This design comes from an exercise in tuning for small area and a short achievable clock period on the open sky130 flow, not from production work.

==> run a <==
==> flow/design.v <==
module sobel_filter #(
    parameter int IMG_WIDTH  = 128,
    parameter int IMG_HEIGHT = 128
) (
    input  logic       clk,
    input  logic       rst,
    input  logic [7:0] pixel_data,
    output logic [7:0] edge_pixel,
    output logic       edge_valid
);
    localparam int W    = IMG_WIDTH;
    localparam int FULL = 2 * IMG_WIDTH + 2;
    localparam int CW   = $clog2(FULL + 1);
    localparam int L    = 2 * W - 1;
    generate
        if (IMG_WIDTH < 8 || IMG_WIDTH > 1024 || IMG_HEIGHT < 1) begin : g_bad_param
            $error("sobel_filter: IMG_WIDTH must be 8..1024 and IMG_HEIGHT positive");
        end
    endgenerate
    logic [7:0] sr [L];
    always_ff @(posedge clk) begin
        sr[0] <= pixel_data;
        for (int k = 1; k < L; k++) sr[k] <= sr[k-1];
    end
    logic [7:0] m2_q, m0_q, t0_q, t1_q, t2_q;
    assign m2_q = sr[W - 4];
    assign m0_q = sr[W - 2];
    assign t2_q = sr[2*W - 4];
    assign t1_q = sr[2*W - 3];
    assign t0_q = sr[2*W - 2];
    logic signed [9:0] q1_a;    
    logic        [8:0] q1_b;    
    logic        [8:0] q1_c;    
    logic signed [9:0] q1_e;    
    always_ff @(posedge clk) begin
        q1_a <= $signed({2'b00, m0_q}) - $signed({2'b00, m2_q});
        q1_b <= {1'b0, t0_q} + {1'b0, t1_q};
        q1_c <= {1'b0, t1_q} + {1'b0, t2_q};
        q1_e <= $signed({2'b00, t0_q}) - $signed({2'b00, t2_q});
    end
    logic        [9:0]  q2_tsum;   
    logic signed [11:0] q2_y;      
    logic signed [11:0] q2_r;      
    logic signed [11:0] q2_qn;     
    always_ff @(posedge clk) begin
        q2_tsum <= {1'b0, q1_b} + {1'b0, q1_c};
        q2_y    <= 12'(q1_e) + (12'(q1_a) <<< 1);
        q2_r    <= $signed({3'b000, q1_c}) - 12'(q1_a);
        q2_qn   <= 12'(q1_a) + $signed({3'b000, q1_b});
    end
    logic [7:0] b0;
    assign b0 = sr[0];
    function automatic logic signed [11:0] clampv(input logic signed [11:0] v,
                                                  input int lo, input int hi);
        if (v < 12'(lo))      clampv = 12'(lo);
        else if (v > 12'(hi)) clampv = 12'(hi);
        else                  clampv = v;
    endfunction
    logic signed [11:0] p_x0_w, p_y_w, p_r_w, p_c1_w, p_c2_w;
    always_comb begin
        p_x0_w = $signed({2'b00, q2_tsum}) - $signed({4'b0000, b0});      
        p_y_w  = q2_y + $signed({4'b0000, b0});                           
        p_r_w  = q2_r - $signed({4'b0000, b0});                           
        p_c1_w = q2_qn + 12'sd128;                                        
        p_c2_w = q2_qn - 12'sd127;                                        
    end
    logic signed [10:0] p_x0;    
    logic        [8:0]  p_k2;    
    logic signed [9:0]  p_r;     
    logic signed [9:0]  p_c1;    
    logic signed [9:0]  p_c2;    
    logic        [6:0]  p_qn;    
    always_ff @(posedge clk) begin
        p_x0 <= 11'(clampv(p_x0_w, -1, 766));
        p_k2 <= 9'(clampv(p_y_w, 0, 256));
        p_r  <= 10'(clampv(p_r_w, -128, 383));
        p_c1 <= 10'(clampv(p_c1_w, -1, 511));
        p_c2 <= 10'(clampv(p_c2_w, -1, 511));
        p_qn <= q2_qn[6:0];
    end
    logic [7:0] b1;
    assign b1 = sr[0];
    logic signed [11:0] t_khi_w, t_klo_w, t_k1_w, t_d_w;
    always_comb begin
        t_khi_w = 12'(p_c1) - $signed({4'b0000, b1});
        t_klo_w = 12'(p_c2) - $signed({4'b0000, b1});
        t_k1_w  = 12'(p_x0) - $signed({3'b000, b1, 1'b0});
        t_d_w   = 12'(p_r)  - $signed({4'b0000, b1});
    end
    logic [8:0] t_khi, t_klo, t_k1, t_k2;
    logic       t_dflag;
    logic [6:0] t_dl, t_sp, t_sn;
    always_ff @(posedge clk) begin
        t_khi   <= 9'(clampv(t_khi_w, 0, 256));
        t_klo   <= 9'(clampv(t_klo_w, 0, 256));
        t_k1    <= 9'(clampv(t_k1_w, 0, 256));
        t_k2    <= p_k2;
        t_dflag <= (t_d_w >= 12'sd128) || (t_d_w <= -12'sd128);
        t_dl    <= t_d_w[11] ? 7'(-t_d_w) : t_d_w[6:0];
        t_sp    <= 7'(b1) - p_qn;             
        t_sn    <= 7'd1 + p_qn - 7'(b1);      
    end
    logic [CW-1:0] pix_cnt;
    logic          win_full;
    always_ff @(posedge clk or negedge rst) begin
        if (!rst) begin
            pix_cnt  <= '0;
            win_full <= 1'b0;
        end else begin
            if (pix_cnt != CW'(FULL)) begin
                pix_cnt <= pix_cnt + 1'b1;
            end
            win_full <= (pix_cnt == CW'(FULL));
        end
    end
    logic [7:0] p;
    assign p = sr[0];
    logic       sat, ge1, ge2, big;
    logic [6:0] vpos, vneg, m7;
    always_comb begin
        sat  = t_dflag || ({1'b0, p} >= t_khi) || ({1'b0, p} < t_klo);
        ge1  = ({1'b0, p} >= t_k1);
        ge2  = ({1'b0, p} >= t_k2);
        big  = (ge1 == ge2);
        vpos = p[6:0] + t_sp;
        vneg = ~p[6:0] + t_sn;
        m7   = big ? (ge1 ? vpos : vneg) : t_dl;
    end
    always_ff @(posedge clk or negedge rst) begin
        if (!rst) begin
            edge_pixel <= '0;
            edge_valid <= 1'b0;
        end else begin
            edge_valid <= win_full;
            edge_pixel <= win_full ? (sat ? 8'hFF : {m7, 1'b0}) : 8'h00;
        end
    end
endmodule
==> flow/run.sh <==
#!/bin/bash
# synth_recipe.tcl (not shown) runs the flow's synth.tcl, then flattens the netlist and writes it again
# the make line also repeats each setting of config.mk as NAME=value (left out here)
make -C /OpenROAD-flow-scripts/flow DESIGN_CONFIG=/design/flow/config.mk WORK_HOME=/design/flow/orfs CLKGATE_MAP_FILE= SYNTH_SCRIPT=/design/flow/synth_recipe.tcl finish
==> flow/config.mk <==
export PLATFORM = sky130hd
export DESIGN_NAME = sobel_filter
export DESIGN_NICKNAME = sobel_filter
export VERILOG_FILES = /design/flow/design.v
export SDC_FILE = /design/flow/constraint.sdc
export NUM_CORES = 4
export LEC_CHECK = 0
export CAP_MARGIN = 20
export CORE_MARGIN = 2
export CORE_UTILIZATION = 45
export SLEW_MARGIN = 20
==> flow/constraint.sdc <==
create_clock -name core_clock -period 5.8 [get_ports {clk}]
set_input_delay 1.1600 -clock core_clock [delete_from_list [all_inputs] [get_ports {clk}]]
set_output_delay 1.1600 -clock core_clock [all_outputs]
set_load 0.01 [all_outputs]
==> run b: changes against run a <==
ABC_CLOCK_PERIOD_IN_PS = 2000   (was default)
CORE_UTILIZATION = 60   (was 45)
SETUP_SLACK_MARGIN = 3.5   (was default)
==> summary.txt <==
Floorplan
  – FP Rows: 126

STA
  – Worst Hold Slack: 268 ps

Cells and area
  – Area of the multi-input gates: 8040 µm²
  – Non-clk bufs: 24

GRT
  – First-pass GRT wire length: 114000 µm
  – Met2 Use GR: 16.1%

Status
  – Status: finished clean

Worst setup path
  – FF-to-FF Start: sr[0][1]
[end of results for run a]
==> summary.txt <==
Status
  – Status: finished clean

Cells and area
  – FF/Latch Area: 45200 µm²
  – Non-clk bufs: 123
  – Area of the multi-input gates: 9300 µm²

Synthesis
  – Syn. warnings: 2

Detailed routing
  – Wl on met1: 40400 µm

GRT
  – First-pass GRT wire length: 139000 µm
  – Met1 usage: 25.7%

Worst setup path
  – FF-to-FF Start: sr[0][0]
  – Max Fanout on Critical Path: 5

STA
  – Worst Hold Slack: 313 ps

Placement
  – Final Wtd Congestion: 0.837

Floorplan
  – FP Rows: 109
[end of results for run b]
No functional check of the RTL was part of any run of this note.

port drivers added, routing unchanged:
In the flow no input, the clock included, has a driving cell. The finished layouts below were timed again as built, in two steps. Step 1 sets driving cells, clkbuf_16 on the clock port and buf_2 on the other inputs (assumed; they add their load-dependent delay and slew). Step 2 moves the port delays by t, midway between the first and last clock arrival at a register: inputs arrive t later, outputs are due t later. That takes back most of the time a late clock gives input paths. Slacks: no drivers / after step 1 / after step 2; pairs: no drivers / after step 1.
| run | t, ns | slack for setup (ns) | clock arrival spread, ns | worst data-port slew with drivers (ns) |
|---|---|---|---|---|
| run a | 0.823 | 2.562 / 2.562 / 2.562 | 0.066 / 0.066 | 0.04 |
| run b | 0.820 | 3.068 / 3.068 / 3.068 | 0.067 / 0.068 | 0.04 |
After both steps every run listed still meets setup and hold.
